Source: an optimization exercise on an open RTL-to-GDS flow (aim: small area, a short achievable clock period and few clock cycles per item). Production flows keep margins and buffers that such runs may drop. Where RTL was checked, it was by simulation tests only, not by an equivalence proof against the original.

==> module idct_stage1_top, before the edit <==
module idct_stage1_top #(
    parameter int BLOCK_COLS = 40,
    parameter int BLOCK_ROWS = 30,
    parameter int RESULT_BASE = 76800
) (
    input  logic       CLOCK,
    input  logic       Resetn,
    input  logic       start,
    input  logic [15:0] sram_read_data,
    output logic [17:0] sram_address,
    output logic [15:0] sram_write_data,
    output logic       sram_we_n,
    output logic       busy,
    output logic       done
);
    localparam int NSEG = BLOCK_COLS * BLOCK_ROWS * 8;    
    localparam int SEG_W = 14;
    localparam int WOFS = RESULT_BASE / 8 - 1;            
    logic [3:0] fc;                  
    logic [SEG_W-1:0] seg;           
    logic wr_on;                     
    logic [3:0] fc_n;
    logic [SEG_W-1:0] seg_n;
    logic [14:0] wseg;
    logic [2:0] kord;
    logic we;                        
    assign fc_n = fc + 4'd1;
    assign seg_n = (fc == 4'd15) ? seg + 1'b1 : seg;
    assign wseg = 15'(seg) + 15'(WOFS) + 15'((fc >= 4'd12) && (fc <= 4'd14));
    assign sram_we_n = !we;
    always_comb begin
        case (fc_n[2:0])
            3'd0: kord = 3'd0;
            3'd1: kord = 3'd1;
            3'd2: kord = 3'd3;
            3'd3: kord = 3'd2;
            3'd4: kord = 3'd7;
            3'd5: kord = 3'd6;
            3'd6: kord = 3'd4;
            default: kord = 3'd5;
        endcase
    end
    always_ff @(posedge CLOCK or negedge Resetn) begin
        if (!Resetn) begin
            busy <= 1'b0;
            done <= 1'b0;
            we <= 1'b0;
        end else begin
            done <= 1'b0;
            we <= 1'b0;
            if (!busy) begin
                if (start)
                    busy <= 1'b1;
            end else begin
                we <= fc_n[3] && ((fc >= 4'd12 && fc <= 4'd14) ? (seg != SEG_W'(NSEG)) : wr_on);
                if (fc == 4'd11 && seg == SEG_W'(NSEG)) begin
                    busy <= 1'b0;
                    done <= 1'b1;
                end
            end
        end
    end
    always_ff @(posedge CLOCK) begin
        if (!busy) begin
            fc <= 4'd0;
            seg <= '0;
            wr_on <= 1'b0;
            sram_address <= '0;
        end else begin
            fc <= fc_n;
            seg <= seg_n;
            if (fc == 4'd15)
                wr_on <= 1'b1;
            if (fc_n[3])
                sram_address <= {wseg, fc_n[2:0]};
            else
                sram_address <= {1'b0, seg_n, kord};
        end
    end
    logic s_vld;
    logic signed [15:0] x;
    assign s_vld = (fc >= 4'd2) && (fc <= 4'd9);
    assign x = s_vld ? sram_read_data : 16'd0;
    logic signed [15:0] q1;
    logic signed [17:0] q3;
    logic signed [18:0] q5;
    logic signed [19:0] q15;
    always_ff @(posedge CLOCK) begin
        q1  <= x;
        q3  <= (18'(x) <<< 1) + 18'(x);
        q5  <= (19'(x) <<< 2) + 19'(x);
        q15 <= (20'(x) <<< 4) - 20'(x);
    end
    logic signed [24:0] p399;
    logic signed [25:0] p783, p851;
    logic signed [26:0] p1137;
    logic signed [23:0] p251, p181;
    logic signed [24:0] p473;
    assign p399  = (25'(q3) <<< 7) + 25'(q15);
    assign p783  = (26'(q3) <<< 8) + 26'(q15);
    assign p1137 = (27'(q1) <<< 10) + (27'(q1) <<< 7) - 27'(q15);
    assign p251  = (24'(q1) <<< 8) - 24'(q5);
    assign p473  = (25'(q15) <<< 5) - (25'(q1) <<< 3) + 25'(q1);
    assign p181  = (24'(q15) <<< 4) - (24'(q15) <<< 2) + 24'(q1);
    assign p851  = (26'(q3) <<< 8) + (26'(q5) <<< 4) + 26'(q3);
    logic signed [18:0] f1448, f2008, f1892, f1702, f1137;
    logic signed [17:0] f783;
    logic signed [16:0] f399;
    logic z5, z6, z7, z8;        
    always_ff @(posedge CLOCK) begin
        f1448 <= 19'(p181 >>> 5);
        f2008 <= 19'(p251 >>> 5);
        f1892 <= 19'(p473 >>> 6);
        f1702 <= 19'(p851 >>> 7);
        f1137 <= 19'(p1137 >>> 8);
        f783  <= 18'(p783 >>> 8);
        f399  <= 17'(p399 >>> 8);
        z5 <= (q1[4:0] == 5'd0);
        z6 <= (q1[5:0] == 6'd0);
        z7 <= (q1[6:0] == 7'd0);
        z8 <= (q1[7:0] == 8'd0);
    end
    logic ld;                    
    logic [7:0] neg_n, pos_n;    
    logic [7:0] neg, pos;
    always_comb begin
        case (fc)
            4'd4:  neg_n = 8'b01101011;
            4'd5:  neg_n = 8'b00111010;
            4'd6:  neg_n = 8'b01011000;
            4'd7:  neg_n = 8'b00001111;
            4'd8:  neg_n = 8'b01100100;
            4'd9:  neg_n = 8'b00110101;
            4'd10: neg_n = 8'b01010111;
            default: neg_n = 8'b00000000;
        endcase
        pos_n = (fc == 4'd3) ? 8'b00000000 : ~neg_n;
    end
    always_ff @(posedge CLOCK) begin
        neg <= neg_n;
        pos <= pos_n;
        ld <= (fc == 4'd3);
    end
    logic signed [21:0] rz, ry, re, rf, ra, rb, rc, rd;
    function automatic logic signed [21:0] acc_step(input logic signed [21:0] prev,
                                                    input logic p,
                                                    input logic n,
                                                    input logic signed [18:0] f,
                                                    input logic z);
        logic [22:0] t;
        t = {(prev & {22{p | n}}), 1'b1} + {(22'(f) ^ {22{n}}), n & z};
        acc_step = t[22:1];
    endfunction
    always_ff @(posedge CLOCK) begin
        rz <= acc_step(rz, pos[7], neg[7], f1448, z5);
        ry <= acc_step(ry, pos[6], neg[6], f1448, z5);
        re <= acc_step(rf, pos[5], neg[5], f1892, z6);
        rf <= acc_step(re, pos[4], neg[4], 19'(f783), z8);
        ra <= acc_step(rc, pos[3], neg[3], f2008, z5);
        rb <= acc_step(ra, pos[2], neg[2], f1702, z7);
        rc <= acc_step(rd, pos[1], neg[1], f1137, z8);
        rd <= acc_step(rb, pos[0], neg[0], 19'(f399), z8);
    end
    logic [16:0] ch [7];
    logic [16:0] wsrc;
    function automatic logic [16:0] pack(input logic signed [21:0] v);
        pack = {v[21], (v[21:15] != {7{v[21]}}), v[14:0]};
    endfunction
    always_comb begin
        case (fc)
            4'd12: wsrc = pack(rd);
            4'd13: wsrc = pack(rf);
            4'd14: wsrc = pack(rc);
            default: wsrc = ch[0];
        endcase
    end
    always_ff @(posedge CLOCK) begin
        ch[0] <= ch[1];
        ch[1] <= ch[2];
        if (ld) begin
            ch[2] <= pack(rz);
            ch[3] <= pack(rc);
            ch[4] <= pack(rf);
            ch[5] <= pack(ra);
            ch[6] <= pack(ry);
        end else begin
            for (int e = 2; e < 6; e++)
                ch[e] <= ch[e+1];
            ch[6] <= ch[6];
        end
        sram_write_data <= {wsrc[16], wsrc[15] ? {15{!wsrc[16]}} : wsrc[14:0]};
    end
endmodule
Settings: LEC_CHECK=0, CAP_MARGIN=20, CORE_MARGIN=2, CORE_UTILIZATION=40, CTS_CLUSTER_DIAMETER=120, CTS_CLUSTER_SIZE=24, SLEW_MARGIN=20; clock period 12.0 ns.
standard.sh (not shown) runs the stock make flow with config.mk's settings and CLKGATE_MAP_FILE= SYNTH_SCRIPT=/design/flow/synth_recipe.tcl, a recipe that flattens the netlist after the stock synthesis.
==> flow/flow/run.sh <==
#!/bin/bash
set -euo pipefail
export BUFFER_PORTS_ARGS="-buffer_cell sky130_fd_sc_hd__buf_2"
export SETUP_SLACK_MARGIN=8.38
bash standard.sh > standard.log 2>&1
Edit:
--- a/flow/design.v
+++ b/flow/design.v
@@ -134,5 +134,5 @@
     assign fc_n = fc + 4'd1;
     assign seg_n = (fc == 4'd15) ? seg + 1'b1 : seg;
-    assign wseg = 15'(seg) + 15'(WOFS) + 15'((fc >= 4'd12) && (fc <= 4'd14));
+    assign wseg = 15'(seg) + 15'(WOFS) + 15'((fc == 4'd13) || (fc == 4'd14));
     assign sram_we_n = !we;
     always_comb begin
@@ -160,6 +160,6 @@
                     busy <= 1'b1;
             end else begin
-                we <= fc_n[3] && ((fc >= 4'd12 && fc <= 4'd14) ? (seg != SEG_W'(NSEG)) : wr_on);
-                if (fc == 4'd11 && seg == SEG_W'(NSEG)) begin
+                we <= fc_n[3] && ((fc == 4'd13 || fc == 4'd14) ? (seg != SEG_W'(NSEG)) : wr_on);
+                if (fc == 4'd12 && seg == SEG_W'(NSEG)) begin
                     busy <= 1'b0;
                     done <= 1'b1;
@@ -185,8 +185,10 @@
         end
     end
+    logic signed [15:0] s_in;
     logic s_vld;
-    logic signed [15:0] x;
     assign s_vld = (fc >= 4'd2) && (fc <= 4'd9);
-    assign x = s_vld ? sram_read_data : 16'd0;
+    always_ff @(posedge CLOCK) begin
+        s_in <= s_vld ? sram_read_data : 16'd0;
+    end
     logic signed [15:0] q1;
     logic signed [17:0] q3;
@@ -194,8 +196,8 @@
     logic signed [19:0] q15;
     always_ff @(posedge CLOCK) begin
-        q1  <= x;
-        q3  <= (18'(x) <<< 1) + 18'(x);
-        q5  <= (19'(x) <<< 2) + 19'(x);
-        q15 <= (20'(x) <<< 4) - 20'(x);
+        q1  <= s_in;
+        q3  <= (18'(s_in) <<< 1) + 18'(s_in);
+        q5  <= (19'(s_in) <<< 2) + 19'(s_in);
+        q15 <= (20'(s_in) <<< 4) - 20'(s_in);
     end
     logic signed [24:0] p399;
@@ -233,19 +235,19 @@
     always_comb begin
         case (fc)
-            4'd4:  neg_n = 8'b01101011;
-            4'd5:  neg_n = 8'b00111010;
-            4'd6:  neg_n = 8'b01011000;
-            4'd7:  neg_n = 8'b00001111;
-            4'd8:  neg_n = 8'b01100100;
-            4'd9:  neg_n = 8'b00110101;
-            4'd10: neg_n = 8'b01010111;
+            4'd5:  neg_n = 8'b01101011;
+            4'd6:  neg_n = 8'b00111010;
+            4'd7:  neg_n = 8'b01011000;
+            4'd8:  neg_n = 8'b00001111;
+            4'd9:  neg_n = 8'b01100100;
+            4'd10: neg_n = 8'b00110101;
+            4'd11: neg_n = 8'b01010111;
             default: neg_n = 8'b00000000;
         endcase
-        pos_n = (fc == 4'd3) ? 8'b00000000 : ~neg_n;
+        pos_n = (fc == 4'd4) ? 8'b00000000 : ~neg_n;
     end
     always_ff @(posedge CLOCK) begin
         neg <= neg_n;
         pos <= pos_n;
-        ld <= (fc == 4'd3);
+        ld <= (fc == 4'd4);
     end
     logic signed [21:0] rz, ry, re, rf, ra, rb, rc, rd;
@@ -276,7 +278,6 @@
     always_comb begin
         case (fc)
-            4'd12: wsrc = pack(rd);
-            4'd13: wsrc = pack(rf);
-            4'd14: wsrc = pack(rc);
+            4'd13: wsrc = pack(re);
+            4'd14: wsrc = pack(rd);
             default: wsrc = ch[0];
         endcase
@@ -284,13 +285,13 @@
     always_ff @(posedge CLOCK) begin
         ch[0] <= ch[1];
-        ch[1] <= ch[2];
         if (ld) begin
-            ch[2] <= pack(rz);
-            ch[3] <= pack(rc);
-            ch[4] <= pack(rf);
-            ch[5] <= pack(ra);
-            ch[6] <= pack(ry);
+            ch[1] <= pack(rz);
+            ch[2] <= pack(rc);
+            ch[3] <= pack(rf);
+            ch[4] <= pack(ra);
+            ch[5] <= pack(ry);
+            ch[6] <= pack(rd);
         end else begin
-            for (int e = 2; e < 6; e++)
+            for (int e = 1; e < 6; e++)
                 ch[e] <= ch[e+1];
             ch[6] <= ch[6];
Effect:
- The changed run completed with no timing, DRC or antenna violations
- final cell count goes down by 1.6%
- synthesized cell count goes down by 1.5%
- routed wire length goes down by 1.3%
- setup slack improved by 800 ps
- utilization goes down by 2.1 points
- critical path depth goes down by 15
- fmax goes up by 22%
Testbench counts after the change, summed over its fixed seeds: cycles 614,460, pictures 4.
The RTL of the first run of this note was laid out without a check of its function.

## port drivers added, routing unchanged
Ports are ideal in the flow. The routed layouts listed here were re-timed in OpenROAD. Step 1 (the two cells are an assumption about what drives the block):
set clk [get_ports {CLOCK}]
set_driving_cell -lib_cell sky130_fd_sc_hd__clkbuf_16 $clk
set_driving_cell -lib_cell sky130_fd_sc_hd__buf_2 [delete_from_list [all_inputs] $clk]
Step 2 adds t to the input delays and takes it off the output delays; t is the mean of the earliest and latest rising clock arrival at the registers after step 1. Input paths then give back, and output paths get back, about the clock's delay inside the block. a / b / c = no drivers / after step 1 / after step 2; a / b = the first two.
run | shift t [ns] | setup slack, ns | hold WS [ns]
the first run | 0.675 | 7.624 / 7.633 / 6.958 | 0.321 / 0.321 / 0.321
the second run | 0.684 | 8.424 / 8.361 / 8.499 | 0.331 / 0.331 / 0.331
After both steps setup and hold are still met in every run listed. The setup slack of the first run, which loses most, moves by +0.009 ns with the drivers and by -0.666 ns with both steps.
